What follows belongs to an exercise in optimizing a design on an open flow for small area, a short achievable clock period and few clock cycles per item; a production flow would make more cautious choices. Where RTL was checked, it was by simulation tests only, not by an equivalence proof against the original.

## north
Design matrixTpu, start of the top module:
module matrixTpu (
    input  logic         clk,
    input  logic         rst,
    input  logic [13:0]  wrReq,     
    input  logic         start,
    output logic         busy,
    output logic [70:0]  result,    
    output logic         done
);
Settings: LEC_CHECK=0, ABC_CLOCK_PERIOD_IN_PS=2200, CAP_MARGIN=20, CORE_MARGIN=2, CORE_UTILIZATION=40, CTS_CLUSTER_DIAMETER=100, CTS_CLUSTER_SIZE=30, SETUP_SLACK_MARGIN=3.2, SLEW_MARGIN=20, TNS_END_PERCENT=10; clock period 5.5 ns.
run.sh (not shown) runs the stock make flow with config.mk's settings and CLKGATE_MAP_FILE= SYNTH_SCRIPT=/design/flow/synth_recipe.tcl, a recipe that flattens the netlist after the stock synthesis.
north | status: complete | timing, DRC, antenna: pass
Testbench counts of north, summed over its fixed seeds: cycles 2,944, jobs 128.
Here is what was changed in the inputs of south compared with north.
diff --git a/flow/config.mk b/flow/config.mk
--- a/flow/config.mk
+++ b/flow/config.mk
@@ -6,4 +6,5 @@
 export NUM_CORES = 4
 export LEC_CHECK = 0
+export ABC_AREA = 1
 export ABC_CLOCK_PERIOD_IN_PS = 2200
 export CAP_MARGIN = 20
@@ -14,3 +15,2 @@
 export SETUP_SLACK_MARGIN = 3.2
 export SLEW_MARGIN = 20
-export TNS_END_PERCENT = 10
==> run summary <==
- north → south: buffering stage count on the worst path with inverters included saw an increase; count of placed standard cells in the final layout, fillers left out increased about 20%.
- Run comparison: south category of the most critical setup path register to register; north category of the most critical setup path primary input to register
- south vs north — post-synthesis area per instance dropped about 21%.
- north ended up with aMem[0][5]$_DFFE_PP_ as its capture point of the critical path; south ended up with ws[26]$_DFFE_PP_.
## Diff of input files: east against south
diff --git a/flow/config.mk b/flow/config.mk
--- a/flow/config.mk
+++ b/flow/config.mk
@@ -6,9 +6,8 @@
 export NUM_CORES = 4
 export LEC_CHECK = 0
-export ABC_AREA = 1
 export ABC_CLOCK_PERIOD_IN_PS = 2200
 export CAP_MARGIN = 20
 export CORE_MARGIN = 2
-export CORE_UTILIZATION = 40
+export CORE_UTILIZATION = 55
 export CTS_CLUSTER_DIAMETER = 100
 export CTS_CLUSTER_SIZE = 30
==> run summary <==
- Library cell contributing the largest single delay on the critical path: sky130_fd_sc_hd__fa_1 -> east, sky130_fd_sc_hd__fa_2 -> south
- On east: total via count after detailed routing is 3830 lower than what south gave.
- Per the comparison of east with south, global-route usage rose 5.3 points; global-route met3 utilization rose 0.26 points; post-synthesis cell area fell about 4%.
- simple AND/OR/NAND/NOR gates as the main combinational cell family by area after synthesis was reported by south, and adder cells by east.
- Looking at termination of the worst setup path, the wc[5]$_DFFE_PP_ result is from east; the ws[26]$_DFFE_PP_ one comes from south.
- east ended up with a lower placeable core region than south did.
- east vs. south: count of plain and timing-repair buffers in the layout climbed about 50%.
Inputs modified between east and west:
diff --git a/flow/config.mk b/flow/config.mk
--- a/flow/config.mk
+++ b/flow/config.mk
@@ -9,5 +9,5 @@
 export CAP_MARGIN = 20
 export CORE_MARGIN = 2
-export CORE_UTILIZATION = 55
+export CORE_UTILIZATION = 30
 export CTS_CLUSTER_DIAMETER = 100
 export CTS_CLUSTER_SIZE = 30
## What came out
- The clock-pin transition on the worst setup and hold timing paths of east and that of west are within noise of each other.
- Sort east and west by count of plain and timing-repair buffers in the layout desc -> top: east
- Relative area of non-clock buffer cells in the final design, east and west: smaller value in west

Another version of the RTL of matrixTpu (not shown whole).
For scale: ~2,600 cells after synthesis, roughly 880 flip-flops, ~90 I/O pins, ~39,000 sq um of cells after synthesis.
make LEC_CHECK=0 ABC_CLOCK_PERIOD_IN_PS=2500 CAP_MARGIN=20 CORE_MARGIN=2 CORE_UTILIZATION=40 CTS_BUF_LIST='sky130_fd_sc_hd__clkbuf_8 sky130_fd_sc_hd__clkbuf_4' CTS_CLUSTER_SIZE=40 SETUP_SLACK_MARGIN=2.8 SLEW_MARGIN=20 finish   # period 5.5 ns
The first run completed without violations.
Edit:
--- a/flow/config.mk
+++ b/flow/config.mk
@@ -11,3 +11,4 @@
-export CORE_UTILIZATION = 40
-export CTS_BUF_LIST = sky130_fd_sc_hd__clkbuf_8 sky130_fd_sc_hd__clkbuf_4
-export CTS_CLUSTER_SIZE = 40
+export CORE_UTILIZATION = 65
+export CTS_CLUSTER_DIAMETER = 100
+export CTS_CLUSTER_SIZE = 30
+export PLACE_DENSITY = 0.75
=> Die area went down by about 40%. Cell area went down by 5.2%.
No functional check of the RTL was part of any run of this note.

matrixTpu, a different RTL version from the one above (not shown whole).
Size in the first run: about 3400 cells after synthesis, roughly 90 I/O pins, roughly 0.035 mm2 of cells after synthesis.
export LEC_CHECK = 0
export ABC_AREA = 1
export ABC_CLOCK_PERIOD_IN_PS = 2200
export CAP_MARGIN = 20
export CORE_MARGIN = 2
export CORE_UTILIZATION = 40
export CTS_CLUSTER_DIAMETER = 100
export CTS_CLUSTER_SIZE = 30
export SETUP_SLACK_MARGIN = 3.1
export SLEW_MARGIN = 20
create_clock -name core_clock -period 5.5 [get_ports {clk}]
Testbench counts at the start, summed over its fixed seeds: cycles 2,944, jobs 128.
Then changed:
CTS_CLUSTER_DIAMETER = 80   (was 100)
CTS_CLUSTER_SIZE = 20   (was 30)
SETUP_SLACK_MARGIN = 3.2   (was 3.1)
Register-to-register slack improves by 0.02 ns.
Count of clock-buffer cells in the layout goes up by 26.
Setup slack improves by 0.079 ns.
Then changed:
CTS_CLUSTER_DIAMETER = 100   (was 80)
CTS_CLUSTER_SIZE = 30   (was 20)
SETUP_SLACK_MARGIN = 3.5   (was 3.2)
What happened: Wire length climbs by 12%; design area climbs by 11%; non-clock buffer count climbs by 170; setup slack stays flat; clock-buffer cell count drops by 29.

the previous run:
matrixTpu, a different RTL version from the one above (not shown whole).
For scale: roughly 90 I/O pins, ~0.036 sq mm of cells after synthesis.
// matrixTpu
module matrixTpu (
    input  logic         clk,
    input  logic         rst,
    input  logic [13:0]  wrReq,     
    input  logic         start,
    output logic         busy,
    output logic [70:0]  result,    
    output logic         done
);
    logic       wrEn, wrSel;
    logic [3:0] wrAddr;
    logic [7:0] wrData;
    assign wrData = wrReq[7:0];
    assign wrAddr = wrReq[11:8];
    assign wrSel  = wrReq[12];
    assign wrEn   = wrReq[13];
    logic bsy;
    logic wAcc, aAcc, startAcc;
    assign wAcc     = wrEn && !bsy && !wrSel;
    assign aAcc     = wrEn && !bsy &&  wrSel;
    assign startAcc = start && !bsy;
    logic [7:0] wMem [0:15];
    logic [6:0] aMem [0:15];
    always_ff @(posedge clk) begin
        if (wAcc) wMem[wrAddr] <= wrData;
        if (aAcc) aMem[wrAddr] <= wrData[6:0];
    end
    localparam logic [1:0] HOut = 2'd0, HA = 2'd1, HB = 2'd2, HWork = 2'd3;
    logic [3:0] hv;                 
    logic [1:0] hr [0:3];           
    logic [3:0] pend;               
    logic       bldG;               
    logic [1:0] curR, nxtK;
    logic [3:0] em;                 
    logic [1:0] phase;              
    logic       emit, load, last;
    logic [1:0] src, emitRow;
    logic        r0v;
    logic [1:0]  r0r, r0k;
    logic [3:0]  r0one, r0two;      
    logic [2:0]  r0neg;
    logic [31:0] r0w;
    logic        p1v;
    logic [1:0]  p1r, p1k;
    logic        p1fresh;           
    logic [63:0] p1s, p1c;
    logic        cmpl;              
    assign cmpl = p1v && p1k == 2'd3 && pend[p1r];
    logic       copy;
    logic [1:0] copyTo;
    assign copyTo = !hv[HOut] ? HOut : !hv[HA] ? HA : HB;
    assign copy   = hv[HWork] && !(hv[HOut] && hv[HA] && hv[HB]) && !bsy && !startAcc;
  ...
clock: 5.5 ns
lec_check: 0
abc_clock_period_in_ps: 2200
cap_margin: 20
core_margin: 2
core_utilization: 40
cts_cluster_diameter: 100
cts_cluster_size: 30
setup_slack_margin: 3.2
slew_margin: 20
Here is what was changed in the inputs of the current run compared with the previous run.
- SETUP_SLACK_MARGIN changed from 3.2 to 3.3
- ABC_AREA newly set to 1
## What came out
In the flow results for the current run and the previous run, the signed area change from the synthesized netlist to the final layout is smaller on the previous run.
The current run vs the previous run, clock skew went down by 0.011 ns.
Reported for the current run and the previous run, sequential cell count turned out identical to the last digit.
The previous run → the current run: layout cell share with drive strength beyond 1 went down by 2.0 points, cell area after synthesis now smaller.
Run comparison: the previous run top layer reached by signal wires met5; the current run top layer reached by signal wires met4
No functional check of the RTL was part of any run of this note.

RTL: one of the versions met above, not the one the previous note started from.
For scale: roughly 720 flip-flops, roughly 90 I/O pins, roughly 0.035 mm2 of cells after synthesis.
// matrixTpu
module matrixTpu (
    input  logic         clk,
    input  logic         rst,
    input  logic [13:0]  wrReq,     
    input  logic         start,
    output logic         busy,
    output logic [70:0]  result,    
    output logic         done
);
    logic       wrEn, wrSel;
    logic [3:0] wrAddr;
    logic [7:0] wrData;
    assign wrData = wrReq[7:0];
    assign wrAddr = wrReq[11:8];
    assign wrSel  = wrReq[12];
    assign wrEn   = wrReq[13];
    logic bsy;
    logic wAcc, aAcc, startAcc;
    assign wAcc     = wrEn && !bsy && !wrSel;
    assign aAcc     = wrEn && !bsy &&  wrSel;
    assign startAcc = start && !bsy;
    logic [7:0] wMem [0:15];
    logic [6:0] aMem [0:15];
    always_ff @(posedge clk) begin
        if (wAcc) wMem[wrAddr] <= wrData;
        if (aAcc) aMem[wrAddr] <= wrData[6:0];
    end
    localparam logic [1:0] HOut = 2'd0, HA = 2'd1, HB = 2'd2, HWork = 2'd3;
    logic [3:0] hv;                 
    logic [1:0] hr [0:3];           
    logic [3:0] pend;               
    logic       bldG;               
    logic [1:0] curR, nxtK;
    logic [3:0] em;                 
    logic [1:0] phase;              
    logic       emit, load, last;
    logic [1:0] src, emitRow;
    logic        r0v;
    logic [1:0]  r0r, r0k;
    logic [3:0]  r0one, r0two;      
    logic [2:0]  r0neg;
    logic [31:0] r0w;
    logic        p1v;
    logic [1:0]  p1r, p1k;
    logic        p1fresh;           
    logic [63:0] p1s, p1c;
    logic        cmpl;              
    assign cmpl = p1v && p1k == 2'd3 && pend[p1r];
    logic       copy;
    logic [1:0] copyTo;
    assign copyTo = !hv[HOut] ? HOut : !hv[HA] ? HA : HB;
    assign copy   = hv[HWork] && !(hv[HOut] && hv[HA] && hv[HB]) && !bsy && !startAcc;
    always_comb begin
        emit    = 1'b0;
        load    = 1'b0;
        src     = HWork;
  ...
Settings: LEC_CHECK=0, ABC_AREA=1, ABC_CLOCK_PERIOD_IN_PS=2200, CAP_MARGIN=20, CORE_MARGIN=2, CORE_UTILIZATION=40, CTS_CLUSTER_DIAMETER=100, CTS_CLUSTER_SIZE=30, SETUP_SLACK_MARGIN=3.3, SLEW_MARGIN=20, TNS_END_PERCENT=30; clock period 5.5 ns.
The starting point finished clean.
Testbench counts at the start, summed over its fixed seeds: cycles 2,944, jobs 128.
Edit:
Settings changed: CORE_UTILIZATION 40 to 50, SETUP_SLACK_MARGIN 3.3 to 3.2, TNS_END_PERCENT 30 to not set.
The changed run ran to the end with no violations; worst setup slack gains 0.076 ns; via count rises by 2.0%; sequential share of layout area rises by 0.93 points.
Edit:
Settings changed: CORE_UTILIZATION 50 to 40, SETUP_SLACK_MARGIN 3.2 to 3.3.
- The new run finished with timing, DRC and antenna clean
- synthesized cell count does not change
- first-iteration DRC count falls by 11%
- count of clock-buffer cells in the layout is unchanged
- global-route usage falls by 3.6 points
- utilization falls by 8.2 points
- worst hold slack barely changes
- flip-flop and latch count stays the same

[what the ideal ports hide]
How much do the figures lean on ideal ports? The routed layouts below were timed once more, with nothing changed but the port constraints.
Step 1 (the two cells are an assumption about what drives the block):
set clk [get_ports {clk}]
set_driving_cell -lib_cell sky130_fd_sc_hd__clkbuf_16 $clk
set_driving_cell -lib_cell sky130_fd_sc_hd__buf_2 [delete_from_list [all_inputs] $clk]
Step 2 adds t to the input delays and takes it off the output delays; t is the mean of the earliest and latest rising clock arrival at the registers after step 1. Input paths then give back, and output paths get back, about the clock's delay inside the block.
Three values: ideal, step 1, step 2; two values: the first two.
run	t, ns	slack for setup (ns)	worst setup path after step 2
north	0.707	2.938 / 2.957 / 2.267	input to register
south	0.662	2.984 / 2.984 / 2.566	input to register
east	0.645	2.973 / 2.973 / 2.585	input to register
west	0.665	2.958 / 2.958 / 2.556	input to register
the first run of note 2	0.855	2.782 / 2.734 / 1.964	input to register
the second run of note 2	0.646	2.694 / 2.721 / 2.075	input to register
the first run of note 3	0.686	3.007 / 2.999 / 2.313	input to register
the second run of note 3	0.662	3.086 / 3.086 / 2.630	input to register
the third run of note 3	0.692	3.085 / 3.023 / 2.755	input to register
the previous run	0.707	2.943 / 2.943 / 2.500	input to register
the current run	0.704	3.087 / 3.024 / 2.610	input to register
the first run of note 5	0.692	3.064 / 3.046 / 2.449	input to register
the second run of note 5	0.688	3.141 / 3.133 / 2.671	input to register
the third run of note 5	0.703	3.130 / 3.073 / 2.691	input to register
After both steps every run listed still meets setup and hold. For the first run of note 2, which loses most, drivers alone change the setup slack by -0.048 ns; drivers and shift together by -0.818 ns.
